Source: an optimization exercise on an open RTL-to-GDS flow (aim: small area). Production flows keep margins and buffers that such runs may drop.
The RTL was checked by simulation tests, not by an equivalence proof against the original design.

==> flow/design.v, too long to show whole: its modules and the start of the top module <==
// module fa: 10 lines
// module pw_conv: 27 lines
// module ds_block_top: 1206 lines
module ds_block_top #(
    parameter int IMG_W  = 6,
    parameter int IMG_H  = 5,
    parameter int STRIDE = 1
) (
    input  wire                                    clk,
    input  wire                                    rstn,
    input  wire                                    in_valid,
    input  wire  [ds_pkg::NCH*ds_pkg::ACT_W-1:0]   in_pix,
    output logic                                   out_valid,
    output logic [ds_pkg::NOUT*ds_pkg::ACT_W-1:0]  out_pix
);
  // ...
==> flow/flow/run.sh <==
#!/bin/bash
# The standard layout with two changes: the port buffers are the smallest
# buffer (sky130_fd_sc_hd__buf_1) rather than the one buffer_ports picks by
# default, and clock tree synthesis adds no dummy loads. The clustering
# settings repeat config.mk's.
set -euo pipefail
export BUFFER_PORTS_ARGS="-buffer_cell sky130_fd_sc_hd__buf_1"
export CTS_ARGS="-sink_clustering_enable -repair_clock_nets -sink_clustering_size 28 -sink_clustering_max_diameter 140 -buf_list sky130_fd_sc_hd__clkbuf_16 -dont_use_dummy_load"
bash standard.sh > standard.log 2>&1
==> flow/standard.sh <==
#!/bin/bash
# synth_recipe.tcl (not shown) runs the flow's synth.tcl, then flattens the netlist and writes it again
# the make line also repeats each setting of config.mk as NAME=value (left out here)
make -C /OpenROAD-flow-scripts/flow DESIGN_CONFIG=/design/flow/config.mk WORK_HOME=/design/flow/orfs CLKGATE_MAP_FILE= SYNTH_SCRIPT=/design/flow/synth_recipe.tcl "${@:-finish}"
==> flow/config.mk <==
export PLATFORM = sky130hd
export DESIGN_NAME = ds_block_top
export DESIGN_NICKNAME = ds_block_top
export VERILOG_FILES = /design/flow/design.v
export SDC_FILE = /design/flow/constraint.sdc
export NUM_CORES = 4
export LEC_CHECK = 0
export CAP_MARGIN = 20
export CORE_MARGIN = 2
export CORE_UTILIZATION = 40
export CTS_BUF_LIST = sky130_fd_sc_hd__clkbuf_16
export CTS_CLUSTER_DIAMETER = 140
export CTS_CLUSTER_SIZE = 28
export SLEW_MARGIN = 20
export SYNTH_HIERARCHICAL = 1
export SYNTH_MINIMUM_KEEP_SIZE = 0
==> flow/constraint.sdc <==
create_clock -name core_clock -period 8.0 [get_ports {clk}]
set_input_delay 1.6000 -clock core_clock [delete_from_list [all_inputs] [get_ports {clk}]]
set_output_delay 1.6000 -clock core_clock [all_outputs]
set_load 0.01 [all_outputs]
==> notes.md, run 1 <==
* Status: complete, no violations
* Placed cell areas at 29,250 um^2
* Sequential element share of the synthesized area at 51.44%
* Post-synth top flop: edfxtp_1
* Drt initial violations at 1,093
* Commonest non-fill, non-tap cell in the layout: edfxtp_1
* Storage cell area at 14,330 um^2
* Placed Cells at 2,912
* Cell mode on critical path: fa_1
* Final hold viol count at 0
* Resized cells post-CTS at 0
* Tap cells at 931
* Initial Util at 40.49%
* DRT Wirelength at 57,170 um
* Commonest cells post-synth: 448 x edfxtp_1, 344 x fa_1, 264 x nand2_1
* CP max stage delay at 0.81 ns
* Reg2Reg Launch Point: ok_t
* Period utilization at 91.86%
* R2R Path End: d1[6]
* Post-CTS setup buffers at 0
* Worst R2R Path Depth at 19
* Slew headroom at 24.32%
* Gr usage total at 16.43%
* First-pass GRT wire length at 90,390 um
* Seq area share at 48.13%
* Seq Cell Count at 489
* Dpl hpwl at 44,770 um
* Met2 GRT Util at 25.89%
* Reg clk slew, reported paths at 0.12 ns
* Endpoint type of the worst setup path: flop
* Regs by FF count: sr x448, d0 x15, d1 x15
* Hold depth at 0
* Hold slack at 0.3646 ns
* Synth warn at 9
* Worst Path Required at 8.41 ns
* Syn Inst Count at 1,926
* CTS buffer count at 21
==> module pw_conv, before the edit <==
module pw_conv (
    input  wire [14:0] d0,
    input  wire [14:0] d1,
    output logic [63:0] act
);
    logic signed [16:0] t;       
    logic               tp;      
    logic signed [18:0] xa;
    logic        [14:0] xm;
    logic signed [18:0] x;       
    logic signed [18:0] s2;
    logic signed [17:0] s3;
    assign t  = $signed({2'b00, d1}) - $signed({2'b00, d0});
    assign tp = !t[16];
    assign xa = tp ? {t, 2'b00} : $signed({4'b0000, d0});
    assign xm = tp ? d0 : d1;
    assign x  = xa - $signed({3'b000, xm, 1'b0});
    assign s2 = 19'sd5 * t;
    assign s3 = $signed({2'b00, d0, 1'b0}) - $signed({3'b000, d1});
    always_comb begin
        act = '0;
        act[10:0]  = (tp && !x[18]) ? x[16:6] : 11'd0;
        act[24:16] = (!tp && !x[18]) ? x[14:6] : 9'd0;
        act[42:32] = s2[18] ? 11'd0 : s2[16:6];
        act[57:48] = s3[17] ? 10'd0 : s3[15:6];
    end
endmodule
==> run 2, diff against run 1 <==
--- a/flow/design.v
+++ b/flow/design.v
@@ -27,24 +27,24 @@
     input  wire [14:0] d1,
     output logic [63:0] act
 );
     logic signed [16:0] t;       
     logic               tp;      
     logic signed [18:0] xa;
     logic        [14:0] xm;
     logic signed [18:0] x;       
-    logic signed [18:0] s2;
-    logic signed [17:0] s3;
+    logic signed [18:0] s2;      
+    logic signed [17:0] s3;      
     assign t  = $signed({2'b00, d1}) - $signed({2'b00, d0});
-    assign tp = !t[16];
+    assign tp = (d1 >= d0);
     assign xa = tp ? {t, 2'b00} : $signed({4'b0000, d0});
     assign xm = tp ? d0 : d1;
     assign x  = xa - $signed({3'b000, xm, 1'b0});
-    assign s2 = 19'sd5 * t;
+    assign s2 = $signed({t, 2'b00}) + t;
     assign s3 = $signed({2'b00, d0, 1'b0}) - $signed({3'b000, d1});
     always_comb begin
         act = '0;
         act[10:0]  = (tp && !x[18]) ? x[16:6] : 11'd0;
         act[24:16] = (!tp && !x[18]) ? x[14:6] : 9'd0;
         act[42:32] = s2[18] ? 11'd0 : s2[16:6];
         act[57:48] = s3[17] ? 10'd0 : s3[15:6];
     end
@@ -63,16 +63,20 @@
     input  wire  [ds_pkg::NCH*ds_pkg::ACT_W-1:0]   in_pix,
     output logic                                   out_valid,
     output logic [ds_pkg::NOUT*ds_pkg::ACT_W-1:0]  out_pix
 );
     logic [2:0]  col, row;
     logic [2:0]  ncol, nrow;
     logic        drain, adv, emit;
     logic        ok_l, ok_r, ok_t, ok_b;
+    assign ok_l = (col != 3'd1);
+    assign ok_r = (col != 3'd0);
+    assign ok_t = (col == 3'd0) ? (row != 3'd2) : (row != 3'd1);
+    assign ok_b = (col == 3'd0) ? (row != 3'd6) : (row != 3'd5);
     assign drain = (row == 3'd5) || (row == 3'd6);
     assign adv   = in_valid || drain;
     assign emit  = adv && (row != 3'd0) && !(row == 3'd1 && col == 3'd0);
     always_comb begin
         if (row == 3'd6) begin
             ncol = 3'd0;
             nrow = 3'd0;
         end else if (col == 3'd5) begin
@@ -82,27 +86,19 @@
             ncol = col + 3'd1;
             nrow = row;
         end
     end
     always_ff @(posedge clk or negedge rstn) begin
         if (!rstn) begin
             col   <= '0;
             row   <= '0;
-            ok_l  <= 1'b1;
-            ok_r  <= 1'b0;
-            ok_t  <= 1'b1;
-            ok_b  <= 1'b1;
         end else if (adv) begin
             col   <= ncol;
             row   <= nrow;
-            ok_l  <= (ncol != 3'd1);
-            ok_r  <= (ncol != 3'd0);
-            ok_t  <= (ncol == 3'd0) ? (nrow != 3'd2) : (nrow != 3'd1);
-            ok_b  <= (ncol == 3'd0) ? (nrow != 3'd6) : (nrow != 3'd5);
         end
     end
     logic [31:0] sr [1:14];
     always_ff @(posedge clk) begin
         if (adv) begin
             sr[1] <= in_pix;
             for (int i = 2; i <= 14; i++) sr[i] <= sr[i-1];
         end
@@ -1064,31 +1060,29 @@
     fa u_b_n49 (.a(b7[2]), .b(b7[3]), .c(nb6[4]), .s(b_n49), .co(b_n50));
     fa u_b_n51 (.a(nb2[4]), .b(nb14[2]), .c(b_n28), .s(b_n51), .co(b_n52));
     fa u_b_n53 (.a(nb14[1]), .b(b_n30), .c(b_n47), .s(b_n53), .co(b_n54));
     fa u_b_n55 (.a(b_n32), .b(b_n45), .c(b_n49), .s(b_n55), .co(b_n56));
     fa u_b_n57 (.a(b_n34), .b(b_n36), .c(b_n51), .s(b_n57), .co(b_n58));
     fa u_b_n59 (.a(b_n55), .b(nb0[1]), .c(b_n38), .s(b_n59), .co(b_n60));
     fa u_b_n61 (.a(b_n53), .b(nb0[4]), .c(b_n40), .s(b_n61), .co(b_n62));
     fa u_b_n63 (.a(b_n57), .b(b_n42), .c(b_n59), .s(b_n63), .co(b_n64));
-    assign b_n65 = b_n44 ^ b_n61;
-    assign b_n66 = b_n44 & b_n61;
+    fa u_b_n65 (.a(b_n44), .b(b_n61), .c(~b_n63), .s(b_n65), .co(b_n66));
     fa u_b_n67 (.a(nb14[3]), .b(nb12[3]), .c(nb12[5]), .s(b_n67), .co(b_n68));
     fa u_b_n69 (.a(nb13[4]), .b(nb13[5]), .c(nb8[4]), .s(b_n69), .co(b_n70));
     fa u_b_n71 (.a(b7[3]), .b(b7[4]), .c(nb6[5]), .s(b_n71), .co(b_n72));
     fa u_b_n73 (.a(nb2[2]), .b(nb14[2]), .c(b_n48), .s(b_n73), .co(b_n74));
     fa u_b_n75 (.a(nb2[5]), .b(b_n46), .c(b_n50), .s(b_n75), .co(b_n76));
     fa u_b_n77 (.a(b_n69), .b(b_n71), .c(b_n52), .s(b_n77), .co(b_n78));
     fa u_b_n79 (.a(b_n67), .b(b_n54), .c(b_n73), .s(b_n79), .co(b_n80));
     fa u_b_n81 (.a(b_n56), .b(b_n75), .c(b_n58), .s(b_n81), .co(b_n82));
     fa u_b_n83 (.a(b_n77), .b(nb0[2]), .c(b_n60), .s(b_n83), .co(b_n84));
     fa u_b_n85 (.a(nb0[5]), .b(b_n79), .c(b_n62), .s(b_n85), .co(b_n86));
     fa u_b_n87 (.a(b_n81), .b(b_n64), .c(b_n83), .s(b_n87), .co(b_n88));
-    assign b_n89 = b_n66 ^ b_n85;
-    assign b_n90 = b_n66 & b_n85;
+    fa u_b_n89 (.a(b_n85), .b(b_n66), .c(~b_n87), .s(b_n89), .co(b_n90));
     fa u_b_n91 (.a(nb14[4]), .b(nb12[4]), .c(nb12[6]), .s(b_n91), .co(b_n92));
     fa u_b_n93 (.a(nb13[5]), .b(nb13[6]), .c(nb8[5]), .s(b_n93), .co(b_n94));
     fa u_b_n95 (.a(b7[4]), .b(b7[5]), .c(nb6[6]), .s(b_n95), .co(b_n96));
     fa u_b_n97 (.a(nb2[6]), .b(b_n70), .c(b_n72), .s(b_n97), .co(b_n98));
     fa u_b_n99 (.a(nb2[3]), .b(b_n68), .c(b_n91), .s(b_n99), .co(b_n100));
     fa u_b_n101 (.a(b_n93), .b(b_n95), .c(b_n76), .s(b_n101), .co(b_n102));
     fa u_b_n103 (.a(b_n74), .b(b_n99), .c(b_n80), .s(b_n103), .co(b_n104));
     fa u_b_n105 (.a(b_n97), .b(b_n78), .c(b_n101), .s(b_n105), .co(b_n106));
@@ -1103,18 +1097,17 @@
     fa u_b_n121 (.a(nb2[7]), .b(b_n94), .c(b_n96), .s(b_n121), .co(b_n122));
     fa u_b_n123 (.a(nb2[4]), .b(b_n92), .c(b_n115), .s(b_n123), .co(b_n124));
     fa u_b_n125 (.a(b_n117), .b(b_n119), .c(b_n98), .s(b_n125), .co(b_n126));
     fa u_b_n127 (.a(b_n121), .b(b_n102), .c(b_n125), .s(b_n127), .co(b_n128));
     fa u_b_n129 (.a(b_n100), .b(b_n123), .c(nb0[7]), .s(b_n129), .co(b_n130));
     fa u_b_n131 (.a(nb0[4]), .b(b_n106), .c(b_n127), .s(b_n131), .co(b_n132));
     fa u_b_n133 (.a(b_n104), .b(b_n129), .c(b_n110), .s(b_n133), .co(b_n134));
     fa u_b_n135 (.a(b_n108), .b(b_n131), .c(~b_n114), .s(b_n135), .co(b_n136));
-    assign b_n137 = b_n133 ^ b_n112;
-    assign b_n138 = b_n133 & b_n112;
+    fa u_b_n137 (.a(b_n133), .b(~b_n135), .c(b_n112), .s(b_n137), .co(b_n138));
     fa u_b_n139 (.a(nb14[6]), .b(nb12[6]), .c(nb12[8]), .s(b_n139), .co(b_n140));
     fa u_b_n141 (.a(nb13[7]), .b(nb13[8]), .c(nb8[7]), .s(b_n141), .co(b_n142));
     fa u_b_n143 (.a(b7[6]), .b(b7[7]), .c(nb6[8]), .s(b_n143), .co(b_n144));
     fa u_b_n145 (.a(nb2[8]), .b(b_n118), .c(b_n120), .s(b_n145), .co(b_n146));
     fa u_b_n147 (.a(nb2[5]), .b(b_n116), .c(b_n139), .s(b_n147), .co(b_n148));
     fa u_b_n149 (.a(b_n141), .b(b_n143), .c(b_n122), .s(b_n149), .co(b_n150));
     fa u_b_n151 (.a(b_n145), .b(b_n126), .c(b_n149), .s(b_n151), .co(b_n152));
     fa u_b_n153 (.a(b_n124), .b(b_n147), .c(nb0[8]), .s(b_n153), .co(b_n154));
@@ -1129,18 +1122,17 @@
     fa u_b_n169 (.a(nb2[9]), .b(b_n142), .c(b_n144), .s(b_n169), .co(b_n170));
     fa u_b_n171 (.a(nb2[6]), .b(b_n140), .c(b_n163), .s(b_n171), .co(b_n172));
     fa u_b_n173 (.a(b_n165), .b(b_n167), .c(b_n146), .s(b_n173), .co(b_n174));
     fa u_b_n175 (.a(b_n169), .b(b_n150), .c(b_n173), .s(b_n175), .co(b_n176));
     fa u_b_n177 (.a(b_n148), .b(b_n171), .c(nb0[9]), .s(b_n177), .co(b_n178));
     fa u_b_n179 (.a(nb0[6]), .b(b_n152), .c(b_n175), .s(b_n179), .co(b_n180));
     fa u_b_n181 (.a(b_n154), .b(b_n177), .c(b_n158), .s(b_n181), .co(b_n182));
     fa u_b_n183 (.a(b_n156), .b(b_n179), .c(~b_n181), .s(b_n183), .co(b_n184));
-    assign b_n185 = b_n160 ^ ~b_n183;
-    assign b_n186 = b_n160 & ~b_n183;
+    fa u_b_n185 (.a(b_n160), .b(~b_n183), .c(b_n162), .s(b_n185), .co(b_n186));
     fa u_b_n187 (.a(nb14[8]), .b(nb12[8]), .c(nb12[10]), .s(b_n187), .co(b_n188));
     fa u_b_n189 (.a(nb13[9]), .b(nb13[10]), .c(nb8[9]), .s(b_n189), .co(b_n190));
     fa u_b_n191 (.a(b7[8]), .b(b7[9]), .c(nb6[10]), .s(b_n191), .co(b_n192));
     fa u_b_n193 (.a(nb2[10]), .b(b_n166), .c(b_n168), .s(b_n193), .co(b_n194));
     fa u_b_n195 (.a(nb2[7]), .b(b_n164), .c(b_n187), .s(b_n195), .co(b_n196));
     fa u_b_n197 (.a(b_n189), .b(b_n191), .c(b_n170), .s(b_n197), .co(b_n198));
     fa u_b_n199 (.a(b_n193), .b(b_n174), .c(b_n197), .s(b_n199), .co(b_n200));
     fa u_b_n201 (.a(b_n172), .b(b_n195), .c(nb0[10]), .s(b_n201), .co(b_n202));
@@ -1155,18 +1147,17 @@
     fa u_b_n217 (.a(nb2[11]), .b(b_n190), .c(b_n192), .s(b_n217), .co(b_n218));
     fa u_b_n219 (.a(nb2[8]), .b(b_n188), .c(b_n211), .s(b_n219), .co(b_n220));
     fa u_b_n221 (.a(b_n213), .b(b_n215), .c(b_n194), .s(b_n221), .co(b_n222));
     fa u_b_n223 (.a(b_n217), .b(b_n198), .c(b_n221), .s(b_n223), .co(b_n224));
     fa u_b_n225 (.a(b_n196), .b(b_n219), .c(nb0[11]), .s(b_n225), .co(b_n226));
     fa u_b_n227 (.a(nb0[8]), .b(b_n200), .c(b_n223), .s(b_n227), .co(b_n228));
     fa u_b_n229 (.a(b_n202), .b(b_n225), .c(b_n206), .s(b_n229), .co(b_n230));
     fa u_b_n231 (.a(b_n204), .b(b_n227), .c(~b_n229), .s(b_n231), .co(b_n232));
-    assign b_n233 = b_n208 ^ ~b_n231;
-    assign b_n234 = b_n208 & ~b_n231;
+    fa u_b_n233 (.a(b_n208), .b(~b_n231), .c(b_n210), .s(b_n233), .co(b_n234));
     fa u_b_n235 (.a(nb14[10]), .b(nb12[10]), .c(nb12[12]), .s(b_n235), .co(b_n236));
     fa u_b_n237 (.a(nb13[11]), .b(nb13[12]), .c(nb8[11]), .s(b_n237), .co(b_n238));
     fa u_b_n239 (.a(b7[10]), .b(b7[11]), .c(nb6[12]), .s(b_n239), .co(b_n240));
     fa u_b_n241 (.a(nb2[12]), .b(b_n214), .c(b_n216), .s(b_n241), .co(b_n242));
     fa u_b_n243 (.a(nb2[9]), .b(b_n212), .c(b_n235), .s(b_n243), .co(b_n244));
     fa u_b_n245 (.a(b_n237), .b(b_n239), .c(b_n218), .s(b_n245), .co(b_n246));
     fa u_b_n247 (.a(b_n241), .b(b_n222), .c(b_n245), .s(b_n247), .co(b_n248));
     fa u_b_n249 (.a(b_n220), .b(b_n243), .c(nb0[12]), .s(b_n249), .co(b_n250));
@@ -1181,18 +1172,17 @@
     fa u_b_n265 (.a(nb2[13]), .b(b_n238), .c(b_n240), .s(b_n265), .co(b_n266));
     fa u_b_n267 (.a(nb2[10]), .b(b_n236), .c(b_n259), .s(b_n267), .co(b_n268));
     fa u_b_n269 (.a(b_n261), .b(b_n263), .c(b_n242), .s(b_n269), .co(b_n270));
     fa u_b_n271 (.a(b_n265), .b(b_n246), .c(b_n269), .s(b_n271), .co(b_n272));
     fa u_b_n273 (.a(b_n244), .b(b_n267), .c(nb0[13]), .s(b_n273), .co(b_n274));
     fa u_b_n275 (.a(nb0[10]), .b(b_n248), .c(b_n271), .s(b_n275), .co(b_n276));
     fa u_b_n277 (.a(b_n250), .b(b_n273), .c(b_n254), .s(b_n277), .co(b_n278));
     fa u_b_n279 (.a(b_n252), .b(b_n275), .c(~b_n277), .s(b_n279), .co(b_n280));
-    assign b_n281 = b_n256 ^ ~b_n279;
-    assign b_n282 = b_n256 & ~b_n279;
+    fa u_b_n281 (.a(b_n256), .b(~b_n279), .c(b_n258), .s(b_n281), .co(b_n282));
     fa u_b_n283 (.a(nb14[12]), .b(nb12[12]), .c(nb12[14]), .s(b_n283), .co(b_n284));
     fa u_b_n285 (.a(nb13[13]), .b(nb13[14]), .c(nb8[13]), .s(b_n285), .co(b_n286));
     fa u_b_n287 (.a(b7[12]), .b(b7[13]), .c(nb6[14]), .s(b_n287), .co(b_n288));
     fa u_b_n289 (.a(nb2[14]), .b(b_n262), .c(b_n264), .s(b_n289), .co(b_n290));
     fa u_b_n291 (.a(nb2[11]), .b(b_n260), .c(b_n283), .s(b_n291), .co(b_n292));
     fa u_b_n293 (.a(b_n285), .b(b_n287), .c(b_n266), .s(b_n293), .co(b_n294));
     fa u_b_n295 (.a(b_n289), .b(b_n270), .c(b_n293), .s(b_n295), .co(b_n296));
     fa u_b_n297 (.a(b_n268), .b(b_n291), .c(nb0[14]), .s(b_n297), .co(b_n298));
@@ -1218,37 +1208,35 @@
     fa u_b_n333 (.a(nb8[15]), .b(b7[15]), .c(nb2[13]), .s(b_n333), .co(b_n334));
     fa u_b_n335 (.a(b7[14]), .b(b_n308), .c(b_n312), .s(b_n335), .co(b_n336));
     fa u_b_n337 (.a(nb14[13]), .b(b_n310), .c(b_n331), .s(b_n337), .co(b_n338));
     fa u_b_n339 (.a(b_n333), .b(b_n314), .c(b_n337), .s(b_n339), .co(b_n340));
     fa u_b_n341 (.a(b_n316), .b(b_n335), .c(nb0[13]), .s(b_n341), .co(b_n342));
     fa u_b_n343 (.a(b_n320), .b(b_n322), .c(b_n341), .s(b_n343), .co(b_n344));
     fa u_b_n345 (.a(b_n318), .b(b_n339), .c(~b_n324), .s(b_n345), .co(b_n346));
     fa u_b_n347 (.a(b_n326), .b(b_n345), .c(b_n328), .s(b_n347), .co(b_n348));
-    assign b_n349 = ~b_n343 ^ b_n347;
-    assign b_n350 = ~b_n343 & b_n347;
+    fa u_b_n349 (.a(~b_n343), .b(b_n347), .c(b_n330), .s(b_n349), .co(b_n350));
     fa u_b_n351 (.a(b7[15]), .b(nb2[14]), .c(b_n332), .s(b_n351), .co(b_n352));
     fa u_b_n353 (.a(nb14[15]), .b(nb12[15]), .c(b_n336), .s(b_n353), .co(b_n354));
     fa u_b_n355 (.a(b_n334), .b(b_n338), .c(b_n351), .s(b_n355), .co(b_n356));
     fa u_b_n357 (.a(b_n353), .b(nb0[14]), .c(b_n342), .s(b_n357), .co(b_n358));
     fa u_b_n359 (.a(b_n340), .b(b_n355), .c(~b_n344), .s(b_n359), .co(b_n360));
     fa u_b_n361 (.a(~b_n357), .b(b_n346), .c(b_n359), .s(b_n361), .co(b_n362));
     assign b_n363 = b_n361 ^ b_n348;
     assign b_n364 = b_n361 & b_n348;
     fa u_b_n365 (.a(nb2[15]), .b(b_n352), .c(~b_n354), .s(b_n365), .co(b_n366));
     fa u_b_n367 (.a(b_n356), .b(nb0[15]), .c(b_n365), .s(b_n367), .co(b_n368));
     fa u_b_n369 (.a(b_n367), .b(b_n360), .c(b_n362), .s(b_n369), .co(b_n370));
-    assign b_n371 = ~b_n358 ^ b_n369;
-    assign b_n372 = ~b_n358 & b_n369;
+    fa u_b_n371 (.a(~b_n358), .b(b_n369), .c(b_n364), .s(b_n371), .co(b_n372));
     fa u_b_n373 (.a(nb2[15]), .b(b_n366), .c(b_n368), .s(b_n373), .co(b_n374));
     assign b_n375 = b_n373 ^ b_n370;
     assign b_n376 = b_n373 & b_n370;
     assign b_n377 = ~nb2[15] ^ b_n374;
     assign b_n378 = ~nb2[15] & b_n374;
-    assign sb = {1'b1, b_n377, b_n372, b_n364, b_n350, b_n330, b_n329, b_n282, b_n258, b_n234, b_n210, b_n186, b_n162, b_n138, ~b_n135, b_n113, ~b_n87, ~b_n63, ~b_n41, b_n25, nb0[1], b_n3} + {b_n378, b_n376, b_n375, b_n371, b_n363, b_n349, b_n306, b_n305, b_n281, b_n257, b_n233, b_n209, b_n185, b_n161, b_n137, b_n111, b_n89, b_n65, b_n43, b_n23, b_n11, nb0[0]};
+    assign sb = {1'b1, b_n377, b_n375, b_n371, b_n363, b_n349, b_n329, b_n305, b_n281, b_n257, b_n233, b_n209, b_n185, b_n161, b_n137, b_n113, b_n89, b_n65, ~b_n41, b_n25, nb0[1], b_n3} + {b_n378, b_n376, b_n372, 1'b0, b_n350, 1'b0, b_n306, b_n282, 1'b0, b_n234, 1'b0, b_n186, 1'b0, b_n138, 1'b0, b_n111, 1'b0, 1'b0, b_n43, b_n23, b_n11, nb0[0]};
     always_ff @(posedge clk) begin
         d0 <= sa[21] ? 15'd0 : sa[20:6];
         d1 <= sb[21] ? 15'd0 : sb[20:6];
     end
     always_ff @(posedge clk or negedge rstn) begin
         if (!rstn) out_valid <= 1'b0;
         else       out_valid <= emit;
     end
==> flow/flow/run.sh (replaced) <==
#!/bin/bash
# The standard synthesis, then its pointwise stage mapped again for area
# (flow/remap.tcl: every other cell untouched; flow/equiv.tcl
# proves the result equivalent to the standard netlist), then the
# standard layout from floorplan on, with these changes: the port buffers are
# the smallest buffer (sky130_fd_sc_hd__buf_1), clock tree synthesis adds no
# dummy loads (its clustering settings repeat config.mk's), and the constant
# outputs share one tie cell.
set -euo pipefail
export BUFFER_PORTS_ARGS="-buffer_cell sky130_fd_sc_hd__buf_1"
export SKIP_REPAIR_TIE_FANOUT=1
export CTS_ARGS="-sink_clustering_enable -repair_clock_nets -sink_clustering_size 16 -sink_clustering_max_diameter 100 -buf_list sky130_fd_sc_hd__clkbuf_8 -dont_use_dummy_load"
bash standard.sh synth > standard_synth.log 2>&1
R=orfs/results/sky130hd/ds_block_top/base
cp $R/1_2_yosys.v $R/1_2_yosys_standard.v
YOSYS="$FLOW_HOME/../tools/install/yosys/bin/yosys"
REMAP_RESULTS=$R REMAP_ABC=flow/remap.abc "$YOSYS" -c flow/remap.tcl > remap.log 2>&1
REMAP_RESULTS=$R "$YOSYS" -c flow/equiv.tcl > equiv.log 2>&1
rm -f $R/1_synth.odb $R/1_synth.sdc
bash standard.sh > standard.log 2>&1
==> flow/flow/equiv.tcl (new file) <==
# Proves that the remapped netlist does what the standard synthesis's does:
# flip-flops are cut points (same instances in both), every other cell is
# read as its function.
yosys -import
set lib $::env(FLOW_HOME)/platforms/sky130hd/lib/sky130_fd_sc_hd__tt_025C_1v80.lib
set res $::env(REMAP_RESULTS)
read_liberty -ignore_miss_func $lib
blackbox sky130_fd_sc_hd__df* sky130_fd_sc_hd__edf* sky130_fd_sc_hd__sdf* sky130_fd_sc_hd__dl* sky130_fd_sc_hd__conb_*
read_verilog $res/1_2_yosys_standard.v
yosys rename ds_block_top gold
read_verilog $res/1_2_yosys.v
yosys rename ds_block_top gate
flatten gold gate
opt_clean -purge gold gate
equiv_make gold gate equiv
equiv_simple -seq 0 equiv
equiv_status -assert equiv
==> flow/flow/remap.abc (new file) <==
strash
dc2
&get -n
&dch -f
&nf -a -R 1000
&put
topo
==> flow/flow/remap.tcl (new file) <==
# Maps the pointwise stage again for area: the cells in the fan-in cone of
# out_pix back to the depthwise result flip-flops. Every other cell (all
# flip-flops, the full adders, the tie cell and the logic before the
# depthwise result register) stays exactly as the standard synthesis made it.
yosys -import
set lib $::env(FLOW_HOME)/platforms/sky130hd/lib/sky130_fd_sc_hd__tt_025C_1v80.lib
set res $::env(REMAP_RESULTS)
# Each library cell as its function, for techmap
read_liberty -ignore_miss_func $lib
blackbox sky130_fd_sc_hd__df* sky130_fd_sc_hd__edf* sky130_fd_sc_hd__sdf* sky130_fd_sc_hd__dl* sky130_fd_sc_hd__fa_* sky130_fd_sc_hd__conb_*
write_verilog -noattr $res/remap_cells.v
design -reset
read_liberty -lib $lib
read_verilog $res/1_2_yosys_standard.v
hierarchy -top ds_block_top
select -set pw o:out_pix %ci*:-sky130_fd_sc_hd__dfxtp_1,sky130_fd_sc_hd__conb_1,sky130_fd_sc_hd__fa_1 t:* %i
tee -o $res/remap_cone.txt select -list @pw
techmap -map $res/remap_cells.v @pw
techmap
opt -fast
abc -liberty $lib -dont_use sky130_fd_sc_hd__lpflow_bleeder_1 -dont_use sky130_fd_sc_hd__lpflow_clkbufkapwr_1 -dont_use sky130_fd_sc_hd__lpflow_clkbufkapwr_16 -dont_use sky130_fd_sc_hd__lpflow_clkbufkapwr_2 -dont_use sky130_fd_sc_hd__lpflow_clkbufkapwr_4 -dont_use sky130_fd_sc_hd__lpflow_clkbufkapwr_8 -dont_use sky130_fd_sc_hd__lpflow_clkinvkapwr_1 -dont_use sky130_fd_sc_hd__lpflow_clkinvkapwr_16 -dont_use sky130_fd_sc_hd__lpflow_clkinvkapwr_2 -dont_use sky130_fd_sc_hd__lpflow_clkinvkapwr_4 -dont_use sky130_fd_sc_hd__lpflow_clkinvkapwr_8 -dont_use sky130_fd_sc_hd__lpflow_decapkapwr_12 -dont_use sky130_fd_sc_hd__lpflow_decapkapwr_3 -dont_use sky130_fd_sc_hd__lpflow_decapkapwr_4 -dont_use sky130_fd_sc_hd__lpflow_decapkapwr_6 -dont_use sky130_fd_sc_hd__lpflow_decapkapwr_8 -dont_use sky130_fd_sc_hd__lpflow_inputiso0n_1 -dont_use sky130_fd_sc_hd__lpflow_inputiso0p_1 -dont_use sky130_fd_sc_hd__lpflow_inputiso1n_1 -dont_use sky130_fd_sc_hd__lpflow_inputiso1p_1 -dont_use sky130_fd_sc_hd__lpflow_inputisolatch_1 -dont_use sky130_fd_sc_hd__lpflow_isobufsrc_1 -dont_use sky130_fd_sc_hd__lpflow_isobufsrc_16 -dont_use sky130_fd_sc_hd__lpflow_isobufsrc_2 -dont_use sky130_fd_sc_hd__lpflow_isobufsrc_4 -dont_use sky130_fd_sc_hd__lpflow_isobufsrc_8 -dont_use sky130_fd_sc_hd__lpflow_isobufsrckapwr_16 -dont_use sky130_fd_sc_hd__lpflow_lsbuf_lh_hl_isowell_tap_1 -dont_use sky130_fd_sc_hd__lpflow_lsbuf_lh_hl_isowell_tap_2 -dont_use sky130_fd_sc_hd__lpflow_lsbuf_lh_hl_isowell_tap_4 -dont_use sky130_fd_sc_hd__lpflow_lsbuf_lh_isowell_4 -dont_use sky130_fd_sc_hd__lpflow_lsbuf_lh_isowell_tap_1 -dont_use sky130_fd_sc_hd__lpflow_lsbuf_lh_isowell_tap_2 -dont_use sky130_fd_sc_hd__lpflow_lsbuf_lh_isowell_tap_4 -dont_use sky130_fd_sc_hd__probe_p_8 -dont_use sky130_fd_sc_hd__probec_p_8  -script $::env(REMAP_ABC) t:\$_*
opt_clean -purge
splitnets
opt_clean -purge
insbuf -buf sky130_fd_sc_hd__buf_4 A X
tee -o $res/remap_stat.txt stat -liberty $lib
write_verilog -noattr -nohex -nodec $res/1_2_yosys.v
==> flow/config.mk (replaced) <==
export PLATFORM = sky130hd
export DESIGN_NAME = ds_block_top
export DESIGN_NICKNAME = ds_block_top
export VERILOG_FILES = /design/flow/design.v
export SDC_FILE = /design/flow/constraint.sdc
export NUM_CORES = 4
export LEC_CHECK = 0
export CAP_MARGIN = 20
export CORE_MARGIN = 2
export CORE_UTILIZATION = 40
export CTS_BUF_LIST = sky130_fd_sc_hd__clkbuf_8
export CTS_CLUSTER_DIAMETER = 100
export CTS_CLUSTER_SIZE = 16
export SLEW_MARGIN = 20
export SYNTH_HIERARCHICAL = 1
export SYNTH_MINIMUM_KEEP_SIZE = 0
==> run 2 against run 1 <==
Compared with the run above: still clean on timing, DRC and antenna; worst hold slack got worse by 0.034 ns; register-to-register slack lost 0.41 ns; area after synthesis down 2.8%; non-clock buffer count rose by 34; via count shrank 4.5%; die area down 2.8%; highest routed layer unchanged.
==> notes.md, run 2 <==
* CP top delay family: compound AO/OA/AOI/OAI gates (was adder cells)
* Max H-tree Level at 2 (was 1)
* Synthesized area per cell at 14.54 um^2 (was 14.47 um^2)
* Vias at 14,140 (was 14,800)
* Crit Path Class: flop to output port (was flop to flop)
* Clock sink count at 485 (was 489)
* WP buf/inv at 7 (was 2)
* Period utilization at 97.69% (was 91.86%)
* Hold-fix buffers, CTS at 0 (unchanged)
* F_max at 128.0 MHz (was 136.1 MHz)
* Largest net degree at the start of global routing at 201 (was 198)
* Worst skew pair latency at 0.64 ns (was 0.60 ns)
* Max reg flops at 448 (unchanged)
* First-pass GRT wire length at 88,420 um (was 90,390 um)
* Vias in the first global route at 15,360 (was 15,820)
* CTS tree: done (unchanged)
* Root buffer cell: clkbuf_8 (was clkbuf_16)
* Drt initial violations at 1,029 (was 1,093)
* Die width at 264.2 um (was 267.9 um)
* Antenna violations before repair at 2 (was 0)
* Endpoint type of the worst setup path: output port (was flop)
* Cell mode on critical path: maj3_2 (was fa_1)
* Syn Inst Count at 1,862 (was 1,926)
* Synth warn at 9 (unchanged)
* CP max stage delay at 0.40 ns (was 0.81 ns)
* Final instance area at 29,270 um^2 (was 29,780 um^2)
* Dpl hpwl at 42,310 um (was 44,770 um)
* Core Rows at 95 (was 96)
* Drt first pass iters at 5 (was 8)
* DRT Wirelength at 56,280 um (was 57,170 um)
* Regs by FF count: sr x448, d0 x15, d1 x15 (unchanged)
* Reg clk slew, reported paths at 0.10 ns (was 0.12 ns)
* Slew headroom at 28.54% (was 24.32%)
* Most frequent cells in the layout: 448 x edfxtp_1, 346 x fa_1, 266 x nand2_1 (was 448 x edfxtp_1, 344 x fa_1, 263 x nand2_1)
* Die H at 264.2 um (was 267.9 um)
* Worst Path Required at 6.40 ns (was 8.41 ns)
* Top reg by flops: sr (unchanged)
* Area grow syn2layout at 8.097% (was 6.875%)
* Commonest non-fill, non-tap cell in the layout: edfxtp_1 (unchanged)
* Max Cap Viol at 0 (unchanged)
* Gpl congestion at 0.8585 (was 0.8986)
* RSZ-0062 raised after global routing: true (was false)
* Ports at 100 (unchanged)
* Measured slew at the worst slew-check pin at 1.072 ns (was 1.135 ns)
* Die ar. at 69,780 um^2 (was 71,790 um^2)
* Gr usage total at 16.46% (was 16.43%)
* DRC at 0 (unchanged)
* PortBufs at 76 (unchanged)
* Placed cell areas at 28,080 um^2 (was 29,250 um^2)
* Min-delay worst type: flop to flop (unchanged)
* WP data arrival at 6.22 ns (was 7.75 ns)
* Total congestion overflow at 0 (unchanged)
* Clock skew at 0.1248 ns (was 0.05893 ns)
* Final slew viol count at 0 (unchanged)
* Status: complete, no violations (unchanged)
* CTS buffer count at 38 (was 21)
* Layout cell share with drive strength beyond 1 at 11.31% (was 3.097%)
* Critical Path Slowest Stage Cell: fa_2 (was dfstp_2)
* Final setup viols at 0 (unchanged)
* Final hold viol count at 0 (unchanged)
* Vias/cell at 5.028 (was 5.046)
* Tmin final at 7.815 ns (was 7.349 ns)
* Worst-path maximum fanout at 5 (was 28)
* Critical Path Source Type: flop (unchanged)
* Core ar. at 67,040 um^2 (was 68,830 um^2)
* Synthesized area at 27,070 um^2 (was 27,860 um^2)
* Nets at 2,372 (was 2,520)
* Routed Antenna Nets at 0 (unchanged)
* Initial Util at 40.38% (was 40.49%)
* WL per Instance at 20.02 um (was 19.49 um)
* CTS max path bufs at 3 (unchanged)
==> run 2: changes by cell type in the layout (fill, tap and decap cells not counted), moves of 24 or more <==
| cell | delta |
|---|---|
| ha_1 | -92 |
| clkinv_1 | +24 |
| nor2_1 | -30 |
| clkbuf_8 | +38 |
| inv_1 | -44 |
==> run 2: stage by stage <==
step                      hold WS [ns]  std cells  setup slack, ns  util (%)  setup TNS (ns)
after global placement          0.4004       2741         -0.02099     41.89         -0.1195
after floorplan                 0.4003       1862          -0.9339         -         -419.76
after CTS                       0.3058       2792         0.009284     43.00               0
final                           0.3307       2811           0.1845     43.65               0
after global routing            0.3205       2811          -0.2110     43.65          -3.357
after detailed placement        0.4045       2741          -0.1561     41.89          -3.609
==> run 2: path summary, 6_finish.rpt <==
check	slack, ns	depth (start not counted)	startpoint	to
min reg2reg	0.33	0	sr[1][22]	sr[2][22]
min in group asynchronous	0.87	1	rstn	out_valid
max in group asynchronous	6.74	1	rstn	col[2]
max reg2reg	0.24	27	col[2]	d1[12]
min	0.33	0	sr[1][22]	sr[2][22]
max	0.18	36	d0[0]	out_pix[2]
==> run 2: final cells by class <==
class                      instances  area, um^2
tap                              873        1092
multi-input combinational       1165       12140
sequential                       485       14240
timing repair buffer             130       809.5
fill                            6005       37770
clock buffer                      38       523.0
inverter                         119       456.7
antenna                            1       2.502
==> run 2: metal layers <==
metal	vias up	wire, um	track usage [%]
met2	315	26690	26.47
met5	-	0	0
li1	6389	-	-
met3	83	2410	2.479
met1	7348	25910	23.58
met4	0	1263	4.208
==> run 2: repair_timing <==
action                     CTS  global route
setup buffers               13            16
cloned                       0             2
gates resized for setup     55           104
pin swaps                   12            35
setup endpoints to repair   35            53

==> separate check: timing with driven ports <==
In the flow no input, the clock included, has a driving cell. The finished layouts below were timed again as built, in two steps. Step 1 (the two cells are an assumption about what drives the block):
set clk [get_ports {clk}]
set_driving_cell -lib_cell sky130_fd_sc_hd__clkbuf_16 $clk
set_driving_cell -lib_cell sky130_fd_sc_hd__buf_2 [delete_from_list [all_inputs] $clk]
Step 2, shift: input delay + t, output delay - t, t = (earliest + latest rising clock arrival at the registers) / 2. This alone moves slack from input paths to output paths. a / b / c = no drivers / after step 1 / after step 2; a / b = the first two.
| run | t, ns | setup slack, ns | cell pins on the clock port's net |
|---|---|---|---|
| run 1 | 0.622 | 0.651 / 0.651 / 0.651 | 1 |
| run 2 | 0.646 | 0.185 / 0.124 / 0.236 | 1 |
After both steps every run listed still meets setup and hold.
